From an optimization exercise on the open Yosys and OpenROAD flow, aimed at small area, a short achievable clock period and few clock cycles per item; shortcuts taken in it are not production practice.
Function was checked by simulation only, so behaviour that the tests miss may differ from the original.
No activity file was given, so power comes from the tool's default toggle rates.

<file path="config.mk">
export PLATFORM = sky130hd
export DESIGN_NAME = ai_density_engine
export DESIGN_NICKNAME = ai_density_engine
export VERILOG_FILES = /design/flow/design.v
export SDC_FILE = /design/flow/constraint.sdc
export NUM_CORES = 4
export LEC_CHECK = 0
export ABC_AREA = 1
export CAP_MARGIN = 20
export CORE_MARGIN = 2
export CORE_UTILIZATION = 40
export SLEW_MARGIN = 20
export SYNTH_HIERARCHICAL = 1
</file>
<file path="constraint.sdc">
create_clock -name core_clock -period 70.0 [get_ports {clock}]
set_input_delay 14.0000 -clock core_clock [delete_from_list [all_inputs] [get_ports {clock}]]
set_output_delay 14.0000 -clock core_clock [all_outputs]
set_load 0.01 [all_outputs]
</file>
<file path="design.v">
module ai_density_row (
    input  logic [9:0]      m,
    input  logic [9:0]      h,
    input  logic            s5,
    input  logic            s4,
    input  logic [1:0]      s3,
    input  logic            s2,
    output logic [9:0][8:0] d
);
    logic [5:0] w [2:5][10];
    always_comb begin
        for (int l = 2; l <= 5; l++)
            for (int c = 0; c < 10; c++) w[l][c] = '0;
        for (int l = 2; l <= 5; l++) begin
            for (int c = 0; c + l <= 10; c++) begin
                logic       ok;
                logic [2:0] k;
                logic [1:0] mult;
                ok = 1'b1;
                k  = '0;
                for (int j = 0; j < l; j++) begin
                    ok = ok & ~m[c+j];
                    k  = k + 3'(h[c+j]);
                end
                mult = (l == 5) ? {1'b0, s5} : (l == 4) ? {1'b0, s4} : (l == 3) ? s3 : {1'b0, s2};
                w[l][c] = ok ? (6'd1 + {1'b0, k, 2'b00}) * 6'(mult) : 6'd0;
            end
        end
        d[0] = 9'(w[2][0]) + 9'(w[3][0]) + 9'(w[4][0]) + 9'(w[5][0]);
        for (int i = 1; i <= 4; i++) begin
            d[i] = d[i-1];
            for (int l = 2; l <= 5; l++) begin
                if (i + l <= 10) d[i] = d[i] + 9'(w[l][i]);
                if (i - l >= 0)  d[i] = d[i] - 9'(w[l][i-l]);
            end
        end
        d[9] = 9'(w[2][8]) + 9'(w[3][7]) + 9'(w[4][6]) + 9'(w[5][5]);
        for (int i = 8; i >= 5; i--) begin
            d[i] = d[i+1];
            for (int l = 2; l <= 5; l++) begin
                if (i - l + 1 >= 0)  d[i] = d[i] + 9'(w[l][i-l+1]);
                if (i + 1 + l <= 10) d[i] = d[i] - 9'(w[l][i+1]);
            end
        end
    end
endmodule
module ai_fa (
    input  logic a,
    input  logic b,
    input  logic c,
    output logic s,
    output logic co
);
    assign s  = a ^ b ^ c;
    assign co = (a & b) | (c & (a ^ b));
endmodule
module ai_ha (
    input  logic a,
    input  logic b,
    output logic s,
    output logic co
);
    assign s  = a ^ b;
    assign co = a & b;
endmodule
module ai_density_col (
    input  logic [3:0] mb,
    input  logic [3:0] hb,
    input  logic [3:0] ma,
    input  logic [3:0] ha,
    input  logic [3:0] ob,
    input  logic [3:0] oa,
    input  logic       hs,
    input  logic       s5,
    input  logic       s4,
    input  logic       s3a,
    input  logic       s3b,
    input  logic       s2,
    input  logic [8:0] hin,
    output logic [9:0] d
);
    logic [4:0] fl, fr;
    always_comb begin
        fl[0] = 1'b1;
        fr[0] = 1'b1;
        for (int j = 1; j <= 4; j++) begin
            fl[j] = fl[j-1] & ~mb[j-1] & ~ob[j-1];
            fr[j] = fr[j-1] & ~ma[j-1] & ~oa[j-1];
        end
    end
    logic gl_0_1_s2;
    logic gl_0_2_s3a;
    logic gl_0_2_s3b;
    logic gl_0_3_s4;
    logic gl_0_4_s5;
    logic gl_1_0_s2;
    logic gl_1_1_s3a;
    logic gl_1_1_s3b;
    logic gl_1_2_s4;
    logic gl_1_3_s5;
    logic gl_2_0_s3a;
    logic gl_2_0_s3b;
    logic gl_2_1_s4;
    logic gl_2_2_s5;
    logic gl_3_0_s4;
    logic gl_3_1_s5;
    logic gl_4_0_s5;
    logic gr_0_1_s2;
    logic gr_0_2_s3a;
    logic gr_0_2_s3b;
    logic gr_0_3_s4;
    logic gr_0_4_s5;
    logic gr_1_0_s2;
    logic gr_1_1_s3a;
    logic gr_1_1_s3b;
    logic gr_1_2_s4;
    logic gr_1_3_s5;
    logic gr_2_0_s3a;
    logic gr_2_0_s3b;
    logic gr_2_1_s4;
    logic gr_2_2_s5;
    logic gr_3_0_s4;
    logic gr_3_1_s5;
    logic gr_4_0_s5;
    logic hsn_0;
    logic hsn_1;
    logic hsn_2;
    logic hsn_3;
    logic hsn_4;
    logic kl_1_0;
    logic kl_1_1;
    logic kl_1_2;
    logic kl_1_3;
    logic kr_1_0;
    logic kr_1_1;
    logic kr_1_2;
    logic kr_1_3;
    logic kl_2_0;
    logic kl_2_1;
    logic kl_2_2;
    logic kr_2_0;
    logic kr_2_1;
    logic kr_2_2;
    logic kl_3_0;
    logic kl_3_1;
    logic kr_3_0;
    logic kr_3_1;
    logic kl_4_0;
    logic kr_4_0;
    logic t1;
    logic t2;
    logic t3;
    logic t4;
    logic t5;
    logic t6;
    logic t7;
    logic t8;
    logic t9;
    logic t10;
    logic t11;
    logic t12;
    logic t13;
    logic t14;
    logic t15;
    logic t16;
    logic t17;
    logic t18;
    logic t19;
    logic t20;
    logic t21;
    logic t22;
    logic t23;
    logic t24;
    logic t25;
    logic t26;
    logic t27;
    logic t28;
    logic t29;
    logic t30;
    logic t31;
    logic t32;
    logic t33;
    logic t34;
    logic t35;
    logic t36;
    logic t37;
    logic t38;
    logic t39;
    logic t40;
    logic t41;
    logic t42;
    logic t43;
    logic t44;
    logic t45;
    logic t46;
    logic t47;
    logic t48;
    logic t49;
    logic t50;
    logic t51;
    logic t52;
    logic t53;
    logic t54;
    logic t55;
    logic t56;
    logic t57;
    logic t58;
    logic t59;
    logic t60;
    logic t61;
    logic t62;
    logic t63;
    logic t64;
    logic t65;
    logic t66;
    logic t67;
    logic t68;
    logic t69;
    logic t70;
    logic t71;
    logic t72;
    logic t73;
    logic t74;
    logic t75;
    logic t76;
    logic t77;
    logic t78;
    logic t79;
    logic t80;
    logic t81;
    logic t82;
    logic t83;
    logic t84;
    logic t85;
    logic t86;
    logic t87;
    logic t88;
    logic t89;
    logic t90;
    logic t91;
    logic t92;
    logic t93;
    logic t94;
    logic t95;
    logic t96;
    logic t97;
    logic t98;
    logic t99;
    logic t100;
    logic t101;
    logic t102;
    logic t103;
    logic t104;
    logic t105;
    logic t106;
    logic t107;
    logic t108;
    logic t109;
    logic t110;
    logic t111;
    logic t112;
    logic t113;
    logic t114;
    logic t115;
    logic t116;
    logic t117;
    logic t118;
    logic t119;
    logic t120;
    assign gl_0_1_s2 = fl[0] & fr[1] & s2;
    assign gl_0_2_s3a = fl[0] & fr[2] & s3a;
    assign gl_0_2_s3b = fl[0] & fr[2] & s3b;
    assign gl_0_3_s4 = fl[0] & fr[3] & s4;
    assign gl_0_4_s5 = fl[0] & fr[4] & s5;
    assign gl_1_0_s2 = fl[1] & fr[0] & s2;
    assign gl_1_1_s3a = fl[1] & fr[1] & s3a;
    assign gl_1_1_s3b = fl[1] & fr[1] & s3b;
    assign gl_1_2_s4 = fl[1] & fr[2] & s4;
    assign gl_1_3_s5 = fl[1] & fr[3] & s5;
    assign gl_2_0_s3a = fl[2] & fr[0] & s3a;
    assign gl_2_0_s3b = fl[2] & fr[0] & s3b;
    assign gl_2_1_s4 = fl[2] & fr[1] & s4;
    assign gl_2_2_s5 = fl[2] & fr[2] & s5;
    assign gl_3_0_s4 = fl[3] & fr[0] & s4;
    assign gl_3_1_s5 = fl[3] & fr[1] & s5;
    assign gl_4_0_s5 = fl[4] & fr[0] & s5;
    assign gr_0_1_s2 = fr[0] & fl[1] & s2;
    assign gr_0_2_s3a = fr[0] & fl[2] & s3a;
    assign gr_0_2_s3b = fr[0] & fl[2] & s3b;
    assign gr_0_3_s4 = fr[0] & fl[3] & s4;
    assign gr_0_4_s5 = fr[0] & fl[4] & s5;
    assign gr_1_0_s2 = fr[1] & fl[0] & s2;
    assign gr_1_1_s3a = fr[1] & fl[1] & s3a;
    assign gr_1_1_s3b = fr[1] & fl[1] & s3b;
    assign gr_1_2_s4 = fr[1] & fl[2] & s4;
    assign gr_1_3_s5 = fr[1] & fl[3] & s5;
    assign gr_2_0_s3a = fr[2] & fl[0] & s3a;
    assign gr_2_0_s3b = fr[2] & fl[0] & s3b;
    assign gr_2_1_s4 = fr[2] & fl[1] & s4;
    assign gr_2_2_s5 = fr[2] & fl[2] & s5;
    assign gr_3_0_s4 = fr[3] & fl[0] & s4;
    assign gr_3_1_s5 = fr[3] & fl[1] & s5;
    assign gr_4_0_s5 = fr[4] & fl[0] & s5;
    assign hsn_0 = hs & t25;
    assign hsn_1 = hs & t29;
    assign hsn_2 = hs & t31;
    assign hsn_3 = hs & t33;
    assign hsn_4 = hs & t34;
    assign kl_1_0 = hb[0] & t13;
    assign kl_1_1 = hb[0] & t17;
    assign kl_1_2 = hb[0] & t19;
    assign kl_1_3 = hb[0] & t20;
    assign kr_1_0 = ha[0] & t47;
    assign kr_1_1 = ha[0] & t51;
    assign kr_1_2 = ha[0] & t53;
    assign kr_1_3 = ha[0] & t54;
    assign kl_2_0 = hb[1] & t5;
    assign kl_2_1 = hb[1] & t7;
    assign kl_2_2 = hb[1] & t8;
    assign kr_2_0 = ha[1] & t39;
    assign kr_2_1 = ha[1] & t41;
    assign kr_2_2 = ha[1] & t42;
    assign kl_3_0 = hb[2] & t1;
    assign kl_3_1 = hb[2] & t2;
    assign kr_3_0 = ha[2] & t35;
    assign kr_3_1 = ha[2] & t36;
    assign kl_4_0 = hb[3] & gl_4_0_s5;
    assign kr_4_0 = ha[3] & gr_4_0_s5;
    ai_fa u_t1 (.a(gl_4_0_s5), .b(gl_3_0_s4), .c(gl_3_1_s5), .s(t1), .co(t2));
    ai_fa u_t3 (.a(t1), .b(gl_2_0_s3a), .c(gl_2_0_s3b), .s(t3), .co(t4));
    ai_fa u_t5 (.a(gl_2_1_s4), .b(gl_2_2_s5), .c(t3), .s(t5), .co(t6));
    ai_fa u_t7 (.a(t2), .b(t4), .c(t6), .s(t7), .co(t8));
    ai_fa u_t9 (.a(t5), .b(gl_1_0_s2), .c(gl_1_1_s3a), .s(t9), .co(t10));
    ai_fa u_t11 (.a(gl_1_1_s3b), .b(gl_1_2_s4), .c(gl_1_3_s5), .s(t11), .co(t12));
    ai_ha u_t13 (.a(t9), .b(t11), .s(t13), .co(t14));
    ai_fa u_t15 (.a(t7), .b(t10), .c(t12), .s(t15), .co(t16));
    ai_ha u_t17 (.a(t14), .b(t15), .s(t17), .co(t18));
    ai_fa u_t19 (.a(t8), .b(t16), .c(t18), .s(t19), .co(t20));
    ai_fa u_t21 (.a(t13), .b(gl_0_1_s2), .c(gl_0_2_s3a), .s(t21), .co(t22));
    ai_fa u_t23 (.a(gl_0_2_s3b), .b(gl_0_3_s4), .c(gl_0_4_s5), .s(t23), .co(t24));
    ai_ha u_t25 (.a(t21), .b(t23), .s(t25), .co(t26));
    ai_fa u_t27 (.a(t17), .b(t22), .c(t24), .s(t27), .co(t28));
    ai_ha u_t29 (.a(t26), .b(t27), .s(t29), .co(t30));
    ai_fa u_t31 (.a(t19), .b(t28), .c(t30), .s(t31), .co(t32));
    ai_ha u_t33 (.a(t20), .b(t32), .s(t33), .co(t34));
    ai_fa u_t35 (.a(gr_4_0_s5), .b(gr_3_0_s4), .c(gr_3_1_s5), .s(t35), .co(t36));
    ai_fa u_t37 (.a(t35), .b(gr_2_0_s3a), .c(gr_2_0_s3b), .s(t37), .co(t38));
    ai_fa u_t39 (.a(gr_2_1_s4), .b(gr_2_2_s5), .c(t37), .s(t39), .co(t40));
    ai_fa u_t41 (.a(t36), .b(t38), .c(t40), .s(t41), .co(t42));
    ai_fa u_t43 (.a(t39), .b(gr_1_0_s2), .c(gr_1_1_s3a), .s(t43), .co(t44));
    ai_fa u_t45 (.a(gr_1_1_s3b), .b(gr_1_2_s4), .c(gr_1_3_s5), .s(t45), .co(t46));
    ai_ha u_t47 (.a(t43), .b(t45), .s(t47), .co(t48));
    ai_fa u_t49 (.a(t41), .b(t44), .c(t46), .s(t49), .co(t50));
    ai_ha u_t51 (.a(t48), .b(t49), .s(t51), .co(t52));
    ai_fa u_t53 (.a(t42), .b(t50), .c(t52), .s(t53), .co(t54));
    ai_ha u_t55 (.a(hin[0]), .b(t25), .s(t55), .co(t56));
    ai_fa u_t57 (.a(hin[1]), .b(t29), .c(t56), .s(t57), .co(t58));
    ai_fa u_t59 (.a(hin[2]), .b(hsn_0), .c(t31), .s(t59), .co(t60));
    ai_fa u_t61 (.a(kl_1_0), .b(kr_1_0), .c(kl_2_0), .s(t61), .co(t62));
    ai_fa u_t63 (.a(kr_2_0), .b(kl_3_0), .c(kr_3_0), .s(t63), .co(t64));
    ai_fa u_t65 (.a(kl_4_0), .b(kr_4_0), .c(t58), .s(t65), .co(t66));
    ai_fa u_t67 (.a(t59), .b(t61), .c(t63), .s(t67), .co(t68));
    ai_ha u_t69 (.a(t65), .b(t67), .s(t69), .co(t70));
    ai_fa u_t71 (.a(hin[3]), .b(hsn_1), .c(t33), .s(t71), .co(t72));
    ai_fa u_t73 (.a(kl_1_1), .b(kr_1_1), .c(kl_2_1), .s(t73), .co(t74));
    ai_fa u_t75 (.a(kr_2_1), .b(kl_3_1), .c(kr_3_1), .s(t75), .co(t76));
    ai_fa u_t77 (.a(t60), .b(t62), .c(t64), .s(t77), .co(t78));
    ai_fa u_t79 (.a(t66), .b(t68), .c(t70), .s(t79), .co(t80));
    ai_fa u_t81 (.a(t71), .b(t73), .c(t75), .s(t81), .co(t82));
    ai_fa u_t83 (.a(t77), .b(t79), .c(t81), .s(t83), .co(t84));
    ai_fa u_t85 (.a(hin[4]), .b(hsn_2), .c(t34), .s(t85), .co(t86));
    ai_fa u_t87 (.a(kl_1_2), .b(kr_1_2), .c(kl_2_2), .s(t87), .co(t88));
    ai_fa u_t89 (.a(kr_2_2), .b(t72), .c(t74), .s(t89), .co(t90));
    ai_fa u_t91 (.a(t76), .b(t78), .c(t80), .s(t91), .co(t92));
    ai_fa u_t93 (.a(t82), .b(t84), .c(t85), .s(t93), .co(t94));
    ai_fa u_t95 (.a(t87), .b(t89), .c(t91), .s(t95), .co(t96));
    ai_ha u_t97 (.a(t93), .b(t95), .s(t97), .co(t98));
    ai_fa u_t99 (.a(hin[5]), .b(hsn_3), .c(kl_1_3), .s(t99), .co(t100));
    ai_fa u_t101 (.a(kr_1_3), .b(t86), .c(t88), .s(t101), .co(t102));
    ai_fa u_t103 (.a(t90), .b(t92), .c(t94), .s(t103), .co(t104));
    ai_fa u_t105 (.a(t96), .b(t98), .c(t99), .s(t105), .co(t106));
    ai_fa u_t107 (.a(t101), .b(t103), .c(t105), .s(t107), .co(t108));
    ai_fa u_t109 (.a(hin[6]), .b(hsn_4), .c(t100), .s(t109), .co(t110));
    ai_fa u_t111 (.a(t102), .b(t104), .c(t106), .s(t111), .co(t112));
    ai_fa u_t113 (.a(t108), .b(t109), .c(t111), .s(t113), .co(t114));
    ai_fa u_t115 (.a(hin[7]), .b(t110), .c(t112), .s(t115), .co(t116));
    ai_ha u_t117 (.a(t114), .b(t115), .s(t117), .co(t118));
    ai_fa u_t119 (.a(hin[8]), .b(t116), .c(t118), .s(t119), .co(t120));
    assign d = {t120, t119, t117, t113, t107, t97, t83, t69, t57, t55};
endmodule
module ai_density_engine #(
    parameter int                     GRID       = 10,
    parameter int                     NUM_SHIPS  = 5,
    parameter logic [4*NUM_SHIPS-1:0] SHIP_LENS  = {4'd2, 4'd3, 4'd3, 4'd4, 4'd5},
    parameter int                     CW         = 8,
    parameter int                     HIT_WEIGHT = 4
) (
    input  logic                  clock,
    input  logic                  reset,
    input  logic [1:0]            addr,
    input  logic                  write_en,
    input  logic [GRID*GRID-1:0]  data_in,
    output logic                  wait_request,
    output logic [GRID*GRID+3:0]  data_out
);
    localparam int N = 100;
    logic [N-1:0] fired;       
    logic [N-1:0] hit;
    logic [4:0]   ships;
    logic         busy;
    logic [3:0]   rcnt;
    logic         res_valid;
    logic [6:0]   res_idx;
    logic [7:0]   res_max;
    logic         start;
    logic [3:0]   row;
    logic [N-1:0] miss;
    logic [1:0]   s3;
    assign start = !busy && write_en && (addr == 2'd0);
    assign row   = busy ? rcnt : 4'd0;
    assign miss  = fired & ~hit;
    assign s3    = {ships[2] & ships[3], ships[2] ^ ships[3]};
    logic [3:0] vmb [10], vhb [10], vma [10], vha [10];
    logic [3:0] vob, voa;
    always_comb begin
        for (int d = 1; d <= 4; d++) begin
            vob[d-1] = !(int'(row) >= d);
            voa[d-1] = !(int'(row) + d <= 9);
        end
        for (int c = 0; c < 10; c++) begin
            for (int d = 1; d <= 4; d++) begin
                vmb[c][d-1] = miss[(10-d)*10+c]; vhb[c][d-1] = hit[(10-d)*10+c];
                vma[c][d-1] = miss[d*10+c];      vha[c][d-1] = hit[d*10+c];
            end
        end
    end
    logic [9:0][8:0] dh;
    logic [9:0]      dsum [10];
    ai_density_row u_h (.m(miss[9:0]), .h(hit[9:0]), .s5(ships[0]), .s4(ships[1]), .s3(s3),
        .s2(ships[4]), .d(dh));
    for (genvar c = 0; c < 10; c++) begin : g_cell
        ai_density_col u_v (.mb(vmb[c]), .hb(vhb[c]), .ma(vma[c]), .ha(vha[c]), .ob(vob), .oa(voa),
            .hs(hit[c]), .s5(ships[0]), .s4(ships[1]), .s3a(ships[2]), .s3b(ships[3]),
            .s2(ships[4]), .hin(dh[c]), .d(dsum[c]));
    end
    logic [10:0] cand;
    logic [7:0]  val [11];
    logic [10:0] alive;
    logic [7:0]  bmax;
    logic        bfound;
    logic [6:0]  bidx;
    always_comb begin
        cand[0] = busy & res_valid;
        val[0]  = res_max;
        for (int c = 0; c < 10; c++) begin
            cand[c+1] = !fired[c];
            val[c+1]  = (dsum[c][9:8] != 2'b00) ? 8'hff : dsum[c][7:0];
        end
        alive = cand;
        for (int b = 7; b >= 0; b--) begin
            logic [10:0] one;
            for (int j = 0; j < 11; j++) one[j] = alive[j] & val[j][b];
            bmax[b] = |one;
            if (|one) alive = one;
        end
        bfound = |cand;
        bidx   = 7'd127;
        for (int j = 10; j >= 1; j--)
            if (alive[j]) bidx = 7'(row * 10 + j - 1);
        if (alive[0]) bidx = res_idx;
        if (!bfound) bmax = '0;
    end
    logic sel0, sel1, sel2, sel3;
    assign sel0 = (addr == 2'd0);
    assign sel1 = (addr == 2'd1);
    assign sel2 = (addr == 2'd2);
    assign sel3 = (addr == 2'd3);
    always_comb begin
        logic [15:0] res_word;
        res_word = {res_valid, res_idx, res_max};
        for (int i = 0; i < N; i++) begin
            data_out[i] = (sel1 & fired[i]) | (sel2 & hit[i]);
            if (i < 16) data_out[i] = data_out[i] | (sel0 & res_word[i]);
            if (i < 5)  data_out[i] = data_out[i] | (sel3 & ships[i]);
        end
        data_out[N+3:N] = '0;
    end
    assign wait_request = busy;
    logic         rot;
    logic         clr;
    logic         ld_fired, ld_hit;
    logic [9:0]   keep;
    assign rot      = busy | start;
    assign ld_fired = !busy && write_en && addr == 2'd1;
    assign ld_hit   = !busy && write_en && addr == 2'd2;
    assign keep     = {10{~clr}};
    always_ff @(posedge clock) begin
        if (ld_fired)     fired <= data_in;
        else if (rot)     fired <= {fired[9:0] & keep, fired[N-1:10]};
        if (ld_hit)       hit <= data_in;
        else if (rot)     hit <= {hit[9:0] & keep, hit[N-1:10]};
    end
    always_ff @(posedge clock) begin
        if (reset) begin
            busy      <= 1'b1;
            clr       <= 1'b1;
            rcnt      <= '0;
            ships     <= '0;
            res_valid <= 1'b0;
            res_idx   <= '0;
            res_max   <= '0;
        end else begin
            if (!busy && write_en && addr == 2'd3) ships <= data_in[4:0];
            if (rot) begin
                rcnt <= row + 4'd1;
                busy <= (row != 4'd9);
                if (row == 4'd9) clr <= 1'b0;
                if (!clr) begin
                    res_valid <= bfound;
                    res_idx   <= bidx;
                    res_max   <= bmax;
                end
            end
        end
    end
endmodule
</file>
<file path="run.sh">
#!/bin/bash
# synth_recipe.tcl (not shown) runs the flow's synth.tcl, then flattens the netlist and writes it again
# the make line also repeats each setting of config.mk as NAME=value (left out here)
make -C /OpenROAD-flow-scripts/flow DESIGN_CONFIG=/design/flow/config.mk WORK_HOME=/design/flow/orfs CLKGATE_MAP_FILE= SYNTH_SCRIPT=/design/flow/synth_recipe.tcl finish
</file>
==> impl_metrics.ini <==
[timing]
rsz0062_at_grt = no
min_period_ps = 30720
relSlewSlack_pct = 23.4
worst_pin_slew_ps = 1150
hold_slack_ps = 480
hold_viol = 0
report.final.slew_viol_count = 0
setup_viol = 0
fin_tns_setup_ps = 0
post-route-period-util_pct = 43.9
skew_ps = 19.1
max_freq_mhz = 32.5

[critical_path]
cp-start-kind = primary input
rr_endpoint = res_idx[5]
cp_max_fo = 101
r2r_cells = 100
crit_path_end_kind = output port
crit_end = data_out[0]
rr_startpoint = fired[7]
r2r_setup_slack_ps = 43520
worstSetupPathType = primary input to output port
startpoint = addr[1]
cp.arrival_ps = 16720
required_ps = 56000

[run_status]
status = timing/DRC/antenna clean

[grt]
grt_overflow_total = 0
grt_antenna_before_repair = 5
grt_usage_pct = 26.2
grt_max_degree = 109
grt_first_pass_wirelength_mm = 208
grt_pass1_vias = 33011

[layout]
drive_gt1_share_pct = 8.14
nNetsFinal = 6050
final_common_cell = nand2_1
post-route-util_pct = 44.0
syn_to_final_growth_pct = 9.24
postLayoutCellArea_um2 = 44900
mostFrequentLayoutCells = nand2_1, inv_1, fa_1

[floorplan]
die_h_um = 324
dieArea_um2 = 105000
initial_utilization_pct = 40.3
core_region_area_um2 = 102000
ios = 210
num_rows = 117
fp.dieW_um = 324

[cts]
ctsHoldBuffers = 0
cts_buffers = 24
clock-sinks = 227
clkTransAtPathRegs_ps = 60
clockRootBuffer = clkbuf_16
clock_latency_ps = 570
clockBufferDepth = 3
cts_tree = done
cts_setup_buffers = 0
cts_resized = 0
h-tree-depth = 1

[min_path]
whs_path_depth = 2
hp-class = register to register

[synth]
async_flop_share_pct = 0
ys_seq_area_share_pct = 15.9
synth_cell_types = 57
synth_seq_cells = 227
avgSynthCellArea_um2 = 8.45
synth_top_area_share_pct = 32.7
syn-cell-area_um2 = 41100
ys.flop_type = edfxtp_1
synthTopCellsByArea = fa_1, edfxtp_1, ha_1
yosysTopAreaCell = fa_1
syn_inst = 4863
synth_edf_count = 200
ys_warn_count = 21

[detailed_routing]
routed_wl_mm = 139
wire_per_inst_um = 22.0
viasPerCell = 5.16
ant_nets = 0
vias = 32683
drc_errors = 0
dr.pass1.iters = 5
drt_iter0_drc = 2656

[power_and_ir_drop]
power_density_nw_per_um2 = 8.80
ir_worst_vdd_v = 0.0000146
p_leak_nw = 25.8

[placed_design]
port_buffers = 205
dp_hpwl_mm = 119
gp_congestion = 0.943
placed_cell_area_um2 = 44100

[job]
maxCapViolCount = 0
critical path, stage by stage:
cell             delay [ps]
clkdlybuf4s50_1         530
inv_1                    90
nor2_4                   70
buf_4                   860
nand2_1                 120
o2111ai_1               310
clkdlybuf4s50_1         720
power by group:
| group | internal, mW | switching, mW |
|---|---|---|
| clock network | 0.0749 | 0.0619 |
| registers | 0.147 | 0.00289 |
| logic | 0.0338 | 0.0738 |
per-module statistics from Yosys (local to each module, per instance):
module             area (µm²)  cells  times used
ai_density_row          10300   1290           1
ai_density_engine       14700   1963           1
ai_ha                    12.5      1         110
ai_fa                    20.0      1         490
ai_density_col            494    101          10
how the worst min path moves through the flow:
stage | to | start
4_1_cts | clr | clr
2_1_floorplan | clr | clr
5_1_grt | rcnt[3] | rcnt[3]
6_report | clr | clr
3_5_place_dp | clr | clr
3_3_place_gp | clr | clr
through the flow:
step           std cells  worst slack, ps  power, mW
2_1_floorplan       4867            41030      0.224
3_3_place_gp        6286            39370      0.257
3_5_place_dp        6286            39330      0.258
4_1_cts             6330            39320      0.392
5_1_grt             6335            39160      0.409
6_report            6336            39280      0.395
cell families after synthesis:
family                     Yosys count  synth area share (%)
buffers and inverters             1214                  12.1
other                                2                0.0183
xor gates and xnor gates            70                  1.55
DFF                                227                  15.9
and+or+nand+nor                   1879                  21.3
adders and majority gates         1001                  42.7
AOI/OAI and AO/OA                  470                  6.37
cell usage after synthesis (all sizes together) (4+ instances only):
library cell  number
o21ai            322
o2111ai            5
a22o              10
and3               5
a31o               4
xor2              47
o211ai            13
or2               33
nor3              69
inv             1026
nand3b             7
nand2           1074
a21boi             6
nand4             68
o21bai             5
a21o               4
edfxtp           200
fa               670
xnor2             23
nand3            127
dfxtp             27
ha               331
a31oi              7
a21oi             88
nor2             495
buf              121
clkbuf            66
flip-flops by register name, indices dropped and copies added, names as in the netlist, 4 cells and up:
name and count:
fired 100, hit 100, res_max 8, res_idx 7
ships 5, rcnt 4
cell type report:
cell class	count	area (µm²)
timing repair buffer	238	2300
inverter	1027	3860
sequential	227	6550
tap	1368	1710
antenna	6	15.0
clock buffer	36	717
clock inverter	8	75.1
fill	10305	57000
multi-input combinational	3426	29700
per-layer routing:
metal / part of all wire, % / global-route usage [%]
met4: 3.2 / 7.27
met5: 0 / 0
met2: 47 / 43.0
met3: 6.9 / 3.72
met1: 43 / 36.3
Testbench counts, summed over its fixed seeds: cycles 2,688, queries 192.

separate check: timing with driven ports:
The flow's constraints put no driver on any port. The routed layout listed below was extracted and timed again, unchanged, in two steps.
Step 1 sets driving cells, clkbuf_16 on the clock port and buf_2 on the other inputs (assumed; they add their load-dependent delay and slew).
Step 2 times the ports against the registers' clock, not the clock port: input delays grow and output delays shrink by t, the midpoint of the rising clock arrivals with the driver on.
Slacks: no drivers / after step 1 / after step 2; pairs: no drivers / after step 1.
t (ns): 0.613
slack for setup (ns): 39.277 / 39.247 / 39.247
worst setup path after step 2: input to output
worst slew at a driven data input, ns: 0.12
cell pins on the clock port's net: 1
After both steps this run still meets setup and hold. For this run, drivers alone change the setup slack by -0.030 ns; drivers and shift together by -0.030 ns.
